This is an optimization exercise on Yosys and OpenROAD, whose aim is small area, not a production implementation. In this exercise RTL edits were held to simulation tests only and were not proved equivalent to the original. Power figures rest on the tool's default switching activity, not on a simulated workload.

$ cat flow/flow/run.sh
#!/bin/bash
# Standard layout, with plain buf_1 port buffers and a clock tree of small
# buffers without dummy loads. Each tool's output goes to a log of its own.
export BUFFER_PORTS_ARGS="-buffer_cell sky130_fd_sc_hd__buf_1"
export CTS_ARGS="-sink_clustering_enable -repair_clock_nets -buf_list {sky130_fd_sc_hd__clkbuf_4} -sink_clustering_size 10 -sink_clustering_max_diameter 40 -dont_use_dummy_load"
bash standard.sh > standard.log 2>&1
$ cat flow/standard.sh
#!/bin/bash
# synth_recipe.tcl (not shown) runs the flow's synth.tcl, then flattens the netlist and writes it again
# the make line also repeats each setting of config.mk as NAME=value (left out here)
make -C /OpenROAD-flow-scripts/flow DESIGN_CONFIG=/design/flow/config.mk WORK_HOME=/design/flow/orfs CLKGATE_MAP_FILE= SYNTH_SCRIPT=/design/flow/synth_recipe.tcl "${@:-finish}"
$ cat flow/config.mk
export PLATFORM = sky130hd
export DESIGN_NAME = regfile_writeback
export DESIGN_NICKNAME = regfile_writeback
export VERILOG_FILES = /design/flow/design.v
export SDC_FILE = /design/flow/constraint.sdc
export NUM_CORES = 4
export LEC_CHECK = 0
export CAP_MARGIN = 10
export CORE_MARGIN = 2
export CORE_UTILIZATION = 65
export PLACE_DENSITY = 0.9
export SETUP_SLACK_MARGIN = 0
export SLEW_MARGIN = 10
export SYNTH_HIERARCHICAL = 1
export SYNTH_MINIMUM_KEEP_SIZE = 0
$ cat flow/constraint.sdc
create_clock -name core_clock -period 6.0 [get_ports {clk}]
set_input_delay 1.2000 -clock core_clock [delete_from_list [all_inputs] [get_ports {clk}]]
set_output_delay 1.2000 -clock core_clock [all_outputs]
set_load 0.01 [all_outputs]
$ cat flow/design.v
module regfile_writeback (
  input  logic        clk,
  input  logic        reset,
  input  logic [31:0] wb_data,
  input  logic        wb_en,
  input  logic [3:0]  wb_addr,
  input  logic [4:0]  opcode,
  input  logic        stall,
  input  logic [3:0]  rn_addr,
  input  logic [3:0]  rm_addr,
  output logic [31:0] rn_data,
  output logic [31:0] rm_data,
  output logic [31:0] pc,
  output logic        branch_taken
);
  localparam logic [4:0] OP_BRANCH = 5'b10001;
  logic [31:0] regs_n [15];   
  logic [31:0] tgt_q;         
  logic        pend_q;        
  logic [31:0] pc_q;
  logic        bt_q;
  logic        cap;
  logic        is_pc;
  logic        rst_n;
  logic [31:0] wdata;         
  logic [14:0] we;
  always_comb begin
    cap   = wb_en && !stall;
    is_pc = (opcode == OP_BRANCH) || (wb_addr == 4'd15);
    rst_n = !reset;
    for (int i = 0; i < 15; i++)
      we[i] = reset || (cap && !is_pc && (wb_addr == 4'(i)));
  end
  for (genvar b = 0; b < 32; b++) begin : g_wd
    rf_nand2 u_wd (.a(wb_data[b]), .b(rst_n), .y(wdata[b]));
  end
  always_ff @(posedge clk) begin
    for (int i = 0; i < 15; i++)
      if (we[i]) regs_n[i] <= wdata;
  end
  logic [28:0] pc_hi_inc;
  rf_inc29 u_inc (.x(pc_q[31:3]), .y(pc_hi_inc));
  logic sel_ld, sel_hi, sel_lo, sel_k;
  logic [31:0] pc_d;
  logic [2:0]  pc_step;
  always_comb begin
    sel_ld = !reset && pend_q;                           
    sel_hi = !reset && !pend_q && !stall && pc_q[2];     
    sel_lo = !reset && !pend_q && !(!stall && pc_q[2]);  
    sel_k  = !reset && !pend_q;                          
    pc_step[1:0] = pc_q[1:0];
    pc_step[2]   = pc_q[2] ^ !stall;
  end
  for (genvar b = 0; b < 3; b++) begin : g_pcl
    rf_ao22 u_pc (.a0(sel_ld), .b0(tgt_q[b]), .a1(sel_k), .b1(pc_step[b]), .y(pc_d[b]));
  end
  for (genvar b = 3; b < 32; b++) begin : g_pch
    rf_ao222 u_pc (.a0(sel_ld), .b0(tgt_q[b]), .a1(sel_hi), .b1(pc_hi_inc[b-3]),
                   .a2(sel_lo), .b2(pc_q[b]), .y(pc_d[b]));
  end
  always_ff @(posedge clk) begin
    tgt_q  <= wb_data;
    pend_q <= !reset && cap && is_pc;
    bt_q   <= !reset && pend_q;
    pc_q   <= pc_d;
  end
  logic [15:0] sn_n, sm_n;
  logic [31:0] pc_read_n;
  always_comb begin
    for (int i = 0; i < 16; i++) begin
      sn_n[i] = (rn_addr != 4'(i));
      sm_n[i] = (rm_addr != 4'(i));
    end
    pc_read_n = ~{pc_hi_inc, pc_q[2:0]};
  end
  for (genvar b = 0; b < 32; b++) begin : g_rd
    logic [7:0] tn, tm;
    for (genvar k = 0; k < 7; k++) begin : g_pair
      rf_oai22 u_n (.a0(sn_n[2*k]), .b0(regs_n[2*k][b]), .a1(sn_n[2*k+1]), .b1(regs_n[2*k+1][b]), .y(tn[k]));
      rf_oai22 u_m (.a0(sm_n[2*k]), .b0(regs_n[2*k][b]), .a1(sm_n[2*k+1]), .b1(regs_n[2*k+1][b]), .y(tm[k]));
    end
    rf_oai22 u_n7 (.a0(sn_n[14]), .b0(regs_n[14][b]), .a1(sn_n[15]), .b1(pc_read_n[b]), .y(tn[7]));
    rf_oai22 u_m7 (.a0(sm_n[14]), .b0(regs_n[14][b]), .a1(sm_n[15]), .b1(pc_read_n[b]), .y(tm[7]));
    rf_or8 u_on (.t(tn), .y(rn_data[b]));
    rf_or8 u_om (.t(tm), .y(rm_data[b]));
  end
  always_comb begin
    pc           = pc_q;
    branch_taken = bt_q;
  end
endmodule
module rf_oai22 (
  input  logic a0, b0, a1, b1,
  output logic y
);
  assign y = ~((a0 | b0) & (a1 | b1));
endmodule
module rf_or8 (
  input  logic [7:0] t,
  output logic       y
);
  assign y = ~(~|t[3:0] & ~|t[7:4]);
endmodule
module rf_ao222 (
  input  logic a0, b0, a1, b1, a2, b2,
  output logic y
);
  assign y = (a0 & b0) | (a1 & b1) | (a2 & b2);
endmodule
module rf_ao22 (
  input  logic a0, b0, a1, b1,
  output logic y
);
  assign y = (a0 & b0) | (a1 & b1);
endmodule
module rf_nand2 (
  input  logic a, b,
  output logic y
);
  assign y = ~(a & b);
endmodule
module rf_inc29 (
  input  logic [28:0] x,
  output logic [28:0] y
);
  logic [28:0] c;     
  logic        p;     
  logic        q;
  always_comb begin
    p = 1'b1;
    for (int k = 0; k < 8; k++) begin
      q = p;
      for (int j = 0; j < 4; j++) begin
        if (4*k + j < 29) begin
          c[4*k + j] = q;
          q = q & x[4*k + j];
        end
      end
      if (4*k + 3 < 29) p = p & (&x[4*k +: 4]);
    end
    y = x ^ c;
  end
endmodule
==> results of run 1 <==
[registers in the layout, indices dropped and copies added, names as in the netlist]
register  cells
regs_n      480
bt_q          1
tgt_q        32
pend_q        1
pc_q         32
[cells in the mapped netlist, drive strengths merged, types with 5 or more instances]
cell type	instances	area share
nor4	129	0.038
ha	21	0.012
o22ai	512	0.15
edfxtp	480	0.67
a31o	10	0.0040
inv	65	0.011
nor2b	11	0.0032
dfxtp	66	0.061
nand2	116	0.020
nand3	13	0.0032
nand4	7	0.0023
a222oi	29	0.013
a41o	5	0.0026
xor2	7	0.0028
nor2	8	0.0014
[Yosys stat by module, one instance, submodules excluded]
module | area (µm²) | cells | flip-flops and latches | copies in the design
rf_oai22 | 6.26 | 1 | 0 | 512
rf_nand2 | 3.75 | 1 | 0 | 32
rf_inc29 | 439 | 43 | 0 | 1
rf_or8 | 16.3 | 3 | 0 | 64
rf_ao222 | 13.8 | 2 | 0 | 29
regfile_writeback | 16400 | 664 | 546 | 1
rf_ao22 | 8.76 | 1 | 0 | 3
[cell families (layout without fill, tap and decap cells)]
group                    count (synthesis)  after routing  share of synthesized area
other                                    0              1                          0
AO/OA/AOI/OAI                          560            560                      0.170
buffers and inverters                   71            335                     0.0131
XOR/XNOR                                 8              8                    0.00324
AND/OR/NAND/NOR                        298            298                     0.0742
flip-flops                             546            546                      0.727
adder cells (fa/ha/maj)                 21             21                     0.0121
[final timing paths]
check	endpoint	slack, ns	depth (start not counted)
worst max register to register	pc_q[18]	3.01	8
worst min register to register	pc_q[1]	0.45	1
worst max-delay path	rm_data[17]	0.55	10
worst min-delay path	pc_q[1]	0.45	1
[final cells by class]
type                            count  area, µm²
Antenna cell                        1       2.50
Multi-Input combinational cell    887       5660
Tap cell                          442        553
Inverter                           65        244
Clock buffer                       66        495
Sequential cell                   546      15700
Timing Repair Buffer              204        985
Fill cell                        1935       8950
[routing by layer]
metal | vias to the layer above | wire length [µm] | GRT usage
met1 | 8182 | 20600 | 0.496
met3 | 614 | 14300 | 0.158
met4 | 0 | 5990 | 0.284
li1 | 7036 | - | -
met5 | - | 0 | 0
met2 | 2222 | 32200 | 0.635
[worst register-to-register path: stages, from the launching register on]
cell      delay [ns]
dfxtp_1         0.50
nand4_1         0.39
nor3_1          0.87
ha_1            0.29
ha_1            0.22
ha_1            0.20
xor2_1          0.09
a222oi_1        0.23
inv_1           0.07
[placed cells by master (no fill, tap or decap)]
cell type / instances
nor4_4: 1
ha_1: 21
nand4b_1: 1
nand3_2: 7
nor3b_1: 1
xor2_1: 7
o22ai_1: 512
dfxtp_1: 66
and3_1: 2
nor2b_4: 1
a22o_1: 3
buf_4: 54
nor4b_4: 1
a211oi_2: 1
nor4_1: 128
buf_1: 149
and4_1: 2
nand3_1: 6
nor3_1: 2
edfxtp_1: 480
nand2_2: 1
buf_12: 1
inv_1: 65
nor3b_2: 1
nor3_2: 1
nand2b_4: 1
nor2b_1: 10
and2_1: 1
nand2_1: 115
nand4_1: 6
nor2_1: 8
a31o_2: 10
a41o_2: 5
a222oi_1: 29
and2b_1: 1
xnor2_1: 1
nand4_2: 1
diode_2: 1
clkbuf_4: 66
[power breakdown]
| part | switching [mW] | total [mW] | internal [mW] |
|---|---|---|---|
| clock network | 1.13 | 1.64 | 0.509 |
| logic | 0.497 | 0.680 | 0.183 |
| registers | 0.162 | 4.63 | 4.47 |
| total | 1.79 | 6.95 | 5.16 |
==> flow_summary.json, run 1 <==
{
  "cp_num_buf_inv": 2,
  "port_buffers": 149,
  "grt_first_pass_wirelength_um": 108000,
  "clock_latency_ns": 0.77,
  "drt_first_pass_iters": 9,
  "clock_sinks": 546,
  "gp_congestion": 0.909,
  "cpMaxStageDelayCell": "nor3_1",
  "num_rows": 66,
  "drt-total-wl_um": 73200,
  "synthFlopType": "edfxtp_1",
  "final_hold_viol_count": 0,
  "endpoint_kind": "primary output",
  "ant_nets": 0,
  "setup_tns_ns": 0,
  "crit_chain": "nand4_1 > nor3_1 > ha_1 > ha_1 > ha_1 > inv_1 > o22ai_1 > nor4_1 > nand2_1 > buf_1",
  "setup_slack_ns": 0.554,
  "period_share": 0.908,
  "fin_area_um2": 23700,
  "drt-wirelength-per-cell_um": 33.1,
  "power_density_nw_per_um2": 293,
  "syn_avg_cell_area_um2": 14.4,
  "ys_ff_latch": 546,
  "fin_hold_ws_ns": 0.450,
  "power_mw": 6.95,
  "antenna_found_initial": 2,
  "start_util": 0.663,
  "post_cts_resized": 0,
  "synth_edf_count": 480,
  "max_stage_delay_ns": 0.86,
  "syn_nets": 1578,
  "grtUsageTotal": 0.416,
  "clk_pin_slew_worst_paths_ns": 0.11,
  "die_w_um": 186,
  "pre_cts_ws_ns": 1.23,
  "cts_buffers": 66,
  "path_delay_family": "simple AND/OR/NAND/NOR gates",
  "crit_fanout": 4,
  "hpwl_um": 42000,
  "startpoint": "pc_q[14]",
  "holdCritStartpoint": "tgt_q[1]",
  "post_dp_cell_area_um2": 23200,
  "synth.distinct_cells": 37,
  "fp.coreArea_um2": 32600,
  "path_common_cell": "ha_1",
  "outcome": "no timing/DRC/antenna violations",
  "synthToLayoutAreaGrowth_pct": 9.43,
  "cts_tree": "done",
  "cap_violations": 0,
  "async_reset_ff_frac": 0,
  "p_leak_nw": 8.13,
  "r2r-start": "pc_q[14]",
  "cts_hold_buf": 0,
  "period_needed_ns": 5.45,
  "cts_buffer_depth": 3,
  "drive_gt1_frac": 0.0860,
  "rsz0062_at_grt": "no",
  "io_pins": 150,
  "post-route-drc-count": 0,
  "tightestPinTransition_ns": 1.34,
  "die_h_um": 186,
  "grt_overflow": 0,
  "dp_cells": 2144,
  "ys_warn_count": 10,
  "required_ns": 4.80,
  "vias": 18100,
  "clock-skew-final_ns": 0.0765,
  "fin_cells": 2211,
  "fin_util": 0.726,
  "syn_area_um2": 21600,
  "ir_drop_uv": 212,
  "final_nets": 1844,
  "grt_pass1_vias": 18500,
  "ys_seq_area_frac": 0.727,
  "max_freq_mhz": 184,
  "critPathArrivalTime_ns": 4.25,
  "hold_path.class": "reg2reg",
  "crit_type": "reg2out",
  "maxSlewHeadroom": 0.108,
  "start_kind": "flop",
  "netlist_instances": 1504,
  "postCtsSetupBuffers": 0,
  "cts_max_level": 3,
  "die_area_um2": 34800,
  "clock-root-buffer": "clkbuf_4",
  "setup_violations": 0,
  "grt_max_degree": 34,
  "avgViaCountPerCell": 8.17,
  "drv_slew": 0,
  "drt_iter0_drc": 3768
}
==> inputs of run 2 (changes only) <==
==> flow/flow/run.sh (replaced) <==
#!/bin/bash
# Standard layout, with plain buf_1 port buffers and a clock tree of small
# buffers without dummy loads. Each tool's output goes to a log of its own.
export BUFFER_PORTS_ARGS="-buffer_cell sky130_fd_sc_hd__buf_1"
export CTS_ARGS="-sink_clustering_enable -repair_clock_nets -buf_list {sky130_fd_sc_hd__clkbuf_4} -sink_clustering_size 11 -sink_clustering_max_diameter 32 -dont_use_dummy_load"
bash standard.sh > standard.log 2>&1
--- a/flow/config.mk
+++ b/flow/config.mk
@@ -9,5 +9,4 @@
 export CORE_MARGIN = 2
 export CORE_UTILIZATION = 65
-export PLACE_DENSITY = 0.9
 export SETUP_SLACK_MARGIN = 0
 export SLEW_MARGIN = 10
==> flow_summary.json, run 2 <==
{
  "outcome": "no timing/DRC/antenna violations",
  "fin_area_um2": 23800,
  "synthMostInstantiatedCell": "o22ai_1",
  "start_kind": "flop",
  "clock-skew-final_ns": 0.0580,
  "setup_slack_ns": 0.610,
  "top_register": "regs_n",
  "hold_path.class": "reg2reg",
  "synthTopCellsByArea": "edfxtp_1 (67%), o22ai_1 (15%), dfxtp_1 (6.1%), nor4_1 (3.7%), nand2_1 (2.0%)",
  "synth_area_leader_cell": "edfxtp_1",
  "syn_nets": 1578,
  "cts_hold_buf": 0,
  "clk_pin_slew_worst_paths_ns": 0.09,
  "drt-wirelength-per-cell_um": 35.1,
  "postCtsSetupBuffers": 0,
  "io_pins": 150,
  "syn_area_um2": 21600,
  "holdCritStartpoint": "tgt_q[1]",
  "async_reset_ff_frac": 0,
  "port_buffers": 149,
  "period_share": 0.898,
  "post_cts_resized": 0,
  "crit_fanout": 4,
  "synth_edf_count": 480,
  "post-route-drc-count": 0,
  "r2r_end": "pc_q[30]",
  "cts_buffer_depth": 3,
  "critPathArrivalTime_ns": 4.19,
  "p_leak_nw": 8.19,
  "num_rows": 66,
  "final_nets": 1852,
  "max_freq_mhz": 186,
  "synthFlopType": "edfxtp_1",
  "ys_warn_count": 10,
  "fin_hold_ws_ns": 0.455,
  "die_h_um": 186,
  "grtUsageTotal": 0.446,
  "fill_cells": 2227,
  "path_common_cell": "ha_1",
  "final_common_cell": "o22ai_1",
  "largest_registers": "regs_n (480), pc_q (32), tgt_q (32)",
  "drt_first_pass_iters": 6,
  "r2r-start": "pc_q[3]",
  "layout_common_cells": "o22ai_1 (512), edfxtp_1 (480), buf_1 (149)",
  "grt_pass1_vias": 17500,
  "avgViaCountPerCell": 8.01,
  "ys_ff_latch": 546,
  "cts_tree": "done",
  "drive_gt1_frac": 0.0935,
  "drt_iter0_drc": 3188,
  "maxSlewHeadroom": 0.129,
  "ys_seq_area_frac": 0.727,
  "rsz0062_at_grt": "no",
  "syn_avg_cell_area_um2": 14.4,
  "power_density_nw_per_um2": 299,
  "cpMaxStageDelayCell": "nor4_4",
  "period_needed_ns": 5.39,
  "die_w_um": 186,
  "drv_slew": 0,
  "gp_congestion": 0.870,
  "crit_type": "reg2out",
  "yosys.area.top_type_share": 0.666,
  "startpoint": "pc_q[3]",
  "clock_latency_ns": 0.76,
  "pre_cts_ws_ns": 1.29,
  "r2r_slack_ns": 2.90,
  "die_area_um2": 34800,
  "max_stage_delay_ns": 0.54,
  "grt_max_degree": 34,
  "hpwl_um": 39400,
  "grt_overflow": 0,
  "final_hold_viol_count": 0,
  "cap_violations": 0,
  "min_to": "pc_q[1]",
  "required_ns": 4.80,
  "cts_max_level": 3,
  "synthToLayoutAreaGrowth_pct": 9.96,
  "ir_drop_uv": 251,
  "clock_sinks": 546,
  "vias": 17800,
  "largest_reg_flops": 480,
  "drt-total-wl_um": 77800,
  "antenna_found_initial": 1,
  "tightestPinTransition_ns": 1.31,
  "setup_violations": 0,
  "holdPathStages": 1,
  "reg2regPathDepth": 11,
  "post_dp_cell_area_um2": 23200,
  "ant_nets": 0,
  "setup_tns_ns": 0,
  "start_util": 0.663,
  "grt_first_pass_wirelength_um": 111000,
  "clock-root-buffer": "clkbuf_4",
  "synth.distinct_cells": 37,
  "fp.coreArea_um2": 32600,
  "netlist_instances": 1504,
  "cts_buffers": 83,
  "endpoint_kind": "primary output",
  "synth_common_cells": "o22ai_1 (512), edfxtp_1 (480), nor4_1 (128)",
  "crit_chain": "ha_1 > nand3_2 > nor4_4 > and2_1 > and2b_1 > ha_1 > ha_1 > ha_1 > xor2_1 > inv_1 > o22ai_1 > nor4_1 > nand2_1 > buf_1"
}
==> run 2: area by class of cell <==
class / count / area (µm²) / area share
diodes: 1 / 2.50 / 0.000105
repair buffers: 195 / 942 / 0.0396
well taps: 442 / 553 / 0.0233
multi-input cells: 887 / 5690 / 0.239
flip-flops and latches: 546 / 15700 / 0.662
inverters: 65 / 244 / 0.0103
clock buffers: 83 / 623 / 0.0262
==> run 2: cell families after synthesis <==
| kind of cell | synth area share |
|---|---|
| compound gates | 0.170 |
| xor+xnor | 0.00324 |
| fa+ha+maj | 0.0121 |
| buf+inv | 0.0131 |
| flops | 0.727 |
| simple gates | 0.0742 |
==> run 2: modules after synthesis, one instance, submodules excluded <==
module	flops+latches	cells inside	copies in the design
rf_nand2	0	1	32
regfile_writeback	546	664	1
rf_inc29	0	43	1
rf_or8	0	3	64
rf_oai22	0	1	512
rf_ao22	0	1	3
rf_ao222	0	2	29
==> run 2: worst max-delay path: cells and delay by family (launching register included) <==
family	cells	cell delay (ns)
buffers and inverters	2	0.28
and+or+nand+nor	6	1.35
xor gates and xnor gates	1	0.38
DFF	1	0.40
adders and majority gates	4	0.83
AOI/OAI and AO/OA	1	0.16
==> run 2: worst max-delay path by stage <==
stage               cells past startpoint     endpoint  slack (ns)
CTS                                    14  rn_data[30]        0.75
global placement                        8   rn_data[6]        1.33
finish                                 14  rn_data[30]        0.61
global route                           14  rm_data[30]        0.53
floorplan                               5   rm_data[0]        2.25
detailed placement                      8  rn_data[21]        1.29
==> run 2: routing by layer <==
layer | GRT usage | up-vias | part of all wire
met2 | 0.643 | 1954 | 0.42
met4 | 0.236 | 0 | 0.064
li1 | - | 7057 | -
met5 | 0 | - | 0
met1 | 0.603 | 8339 | 0.32
met3 | 0.157 | 426 | 0.19
==> run 2: where the power goes <==
| group | switching (mW) | internal, mW |
|---|---|---|
| clock | 1.17 | 0.633 |
| sequential | 0.148 | 4.46 |
| combinational | 0.508 | 0.183 |
| total | 1.82 | 5.28 |
==> run 2: through the flow <==
step	util	total power [mW]	std cells
2_1_floorplan	-	5.01	1504
3_3_place_gp	0.710	5.32	2135
3_5_place_dp	0.710	5.35	2135
4_1_cts	0.729	7.07	2218
5_1_grt	0.729	7.32	2219
6_report	0.729	7.10	2219
==> inputs of run 3 (changes only) <==
==> flow/flow/run.sh (replaced) <==
#!/bin/bash
# Standard layout, with plain buf_1 port buffers and a clock tree of small
# buffers without dummy loads. Each tool's output goes to a log of its own.
export BUFFER_PORTS_ARGS="-buffer_cell sky130_fd_sc_hd__buf_1"
export CTS_ARGS="-sink_clustering_enable -repair_clock_nets -buf_list {sky130_fd_sc_hd__clkbuf_8} -sink_clustering_size 20 -sink_clustering_max_diameter 40 -dont_use_dummy_load"
bash standard.sh > standard.log 2>&1
==> flow_summary.json, run 3 <==
{
  "synth.distinct_cells": 37,
  "grt_pass1_vias": 17200,
  "synthTopCellsByArea": "edfxtp_1 (67%), o22ai_1 (15%), dfxtp_1 (6.1%), nor4_1 (3.7%), nand2_1 (2.0%)",
  "port_buffers": 149,
  "pre_cts_ws_ns": 1.29,
  "ir_drop_uv": 223,
  "grt-busiest-layer": "met2",
  "clock-root-buffer": "clkbuf_8",
  "maxSlewHeadroom": 0.145,
  "gp_congestion": 0.870,
  "drt_first_pass_iters": 7,
  "use_met3": 0.139,
  "period_share": 0.869,
  "clock_sinks": 546,
  "p_leak_nw": 8.18,
  "antenna_found_initial": 0,
  "fill_cells": 2201,
  "outcome": "no timing/DRC/antenna violations",
  "clock-skew-final_ns": 0.0812,
  "reg2regPathDepth": 11,
  "grtUsageTotal": 0.441,
  "endpoint_kind": "primary output",
  "start_util": 0.663,
  "post_dp_cell_area_um2": 23200,
  "drt-wirelength-per-cell_um": 35.3,
  "yosys.area.top_type_share": 0.666,
  "critPathArrivalTime_ns": 4.01,
  "max_freq_mhz": 192,
  "io_pins": 150,
  "synth_edf_count": 480,
  "syn_nets": 1578,
  "postCtsSetupBuffers": 0,
  "cts_buffer_depth": 3,
  "vias": 17500,
  "grt_max_degree": 34,
  "ys_warn_count": 10,
  "synth_common_cells": "o22ai_1 (512), edfxtp_1 (480), nor4_1 (128)",
  "endpoint": "rn_data[30]",
  "power_density_nw_per_um2": 302,
  "final_common_cell": "o22ai_1",
  "largest_registers": "regs_n (480), pc_q (32), tgt_q (32)",
  "syn_avg_cell_area_um2": 14.4,
  "synthToLayoutAreaGrowth_pct": 10.4,
  "setup_violations": 0,
  "drive_gt1_frac": 0.0774,
  "tightestPinTransition_ns": 1.28,
  "drv_slew": 0,
  "num_rows": 66,
  "hold_path.class": "reg2reg",
  "grt_overflow": 0,
  "die_h_um": 186,
  "period_needed_ns": 5.21,
  "grt_first_pass_wirelength_um": 110000,
  "drt-total-wl_um": 77100,
  "ant_nets": 0,
  "crit_type": "reg2out",
  "syn_area_um2": 21600,
  "cts_hold_buf": 0,
  "die_w_um": 186,
  "final_nets": 1821,
  "start_kind": "flop",
  "rsz0062_at_grt": "no",
  "r2r-start": "pc_q[3]",
  "ys_seq_area_frac": 0.727,
  "r2r_slack_ns": 2.98,
  "fp.coreArea_um2": 32600,
  "post_cts_resized": 0,
  "post-route-drc-count": 0,
  "synthFlopType": "edfxtp_1",
  "fin_area_um2": 23900,
  "die_area_um2": 34800,
  "clk_pin_slew_worst_paths_ns": 0.10,
  "num_antenna_cells": 0,
  "grtUsageMet2": 0.640,
  "clock_latency_ns": 0.65,
  "ys_ff_latch": 546,
  "avgViaCountPerCell": 7.98,
  "netlist_instances": 1504,
  "multi_input_area_um2": 5690,
  "layout_common_cells": "o22ai_1 (512), edfxtp_1 (480), buf_1 (149)",
  "setup_slack_ns": 0.789,
  "async_reset_ff_frac": 0,
  "cts_max_level": 2,
  "required_ns": 4.80,
  "cts_buffers": 52,
  "cts_tree": "done",
  "met1_usage": 0.601,
  "final_hold_viol_count": 0,
  "top_register": "regs_n",
  "synthMostInstantiatedCell": "o22ai_1",
  "drt_iter0_drc": 3226,
  "synth_area_leader_cell": "edfxtp_1",
  "hpwl_um": 39400,
  "cap_violations": 0,
  "setup_tns_ns": 0,
  "startpoint": "pc_q[3]",
  "largest_reg_flops": 480,
  "seqCellArea_um2": 15700,
  "crit_fanout": 4,
  "r2r_end": "pc_q[30]"
}
[run 3: cell counts after synthesis]
Identical to the previous run, type by type.
[run 3: power by group]
group          internal [mW]  switching, mW  leakage [nW]
clock network          0.769           1.14         0.374
registers               4.47          0.148          5.31
logic                  0.183          0.505          2.49
total                   5.42           1.79          8.18
[run 3: through the flow]
stage / util / cells / power (mW) / hold slack, ns
3_3_place_gp: 0.710 / 2135 / 5.32 / 0.433
4_1_cts: 0.732 / 2187 / 7.16 / 0.440
2_1_floorplan: - / 1504 / 5.01 / 0.426
3_5_place_dp: 0.710 / 2135 / 5.35 / 0.441
5_1_grt: 0.732 / 2187 / 7.39 / 0.461
6_report: 0.732 / 2187 / 7.21 / 0.452
[run 3: area by class of cell]
class / instances / share of cell area
timing repair buffer: 195 / 0.0395
inverter: 65 / 0.0102
clock buffer: 52 / 0.0300
sequential: 546 / 0.659
tap: 442 / 0.0232
multi-input combinational: 887 / 0.238
[run 3: cell families (layout without fill, tap and decap cells)]
kind of cell / Yosys count / count (layout) / synth area share
flops: 546 / 546 / 0.727
compound gates: 560 / 560 / 0.170
simple gates: 298 / 298 / 0.0742
xor+xnor: 8 / 8 / 0.00324
buf+inv: 71 / 312 / 0.0131
fa+ha+maj: 21 / 21 / 0.0121
[run 3: worst min path at each step]
stage	start	endpoint	slack (ns)	cells past startpoint
floorplan	tgt_q[2]	pc_q[2]	0.43	1
global placement	tgt_q[1]	pc_q[1]	0.43	1
detailed placement	tgt_q[0]	pc_q[0]	0.44	1
CTS	tgt_q[6]	pc_q[6]	0.44	2
global route	tgt_q[6]	pc_q[6]	0.46	2
finish	tgt_q[23]	pc_q[23]	0.45	2
[run 3: modules after synthesis (local to each module, per instance)]
module,copies in the design,cells inside
regfile_writeback,1,664
rf_ao22,3,1
rf_oai22,512,1
rf_or8,64,3
rf_inc29,1,43
rf_nand2,32,1
rf_ao222,29,2
[run 3: routing by layer]
layer,wire length (µm),vias to the layer above,part of all wire
met4,5060,2,0.066
met5,67,-,0.00087
met3,14300,412,0.19
li1,-,6947,-
met2,33100,1832,0.43
met1,24600,8260,0.32
[run 3: worst max-delay path, stage by stage (launching register included)]
cell and delay (ns):
dfxtp_1 0.41, ha_1 0.25, nand3_2 0.22, nor4_4 0.52
and2_1 0.23, and2b_1 0.18, ha_1 0.17, ha_1 0.21
ha_1 0.18, xor2_1 0.38, inv_1 0.13, o22ai_1 0.16
nor4_1 0.10, nand2_1 0.07, buf_1 0.14

[afterwards: timing with drivers on the ports]
In the flow no input, the clock included, has a driving cell. The finished layouts below were timed again as built, in two steps.
Step 1: set_driving_cell puts a clkbuf_16 on clk and a buf_2 on each other input, an assumption about the parent block.
Step 2 moves the port delays by t, midway between the first and last clock arrival at a register: inputs arrive t later, outputs are due t later. That takes back most of the time a late clock gives input paths.
Slacks: ideal / step 1 / step 2; pairs: ideal / step 1.
run | t, ns | setup WS [ns] | cell pins on the clock port's net
run 1 | 0.771 | 0.554 / 0.505 / 0.840 | 1
run 2 | 0.780 | 0.610 / 0.559 / 1.064 | 1
run 3 | 0.662 | 0.789 / 0.738 / 1.104 | 1
After both steps every run listed still meets setup and hold.
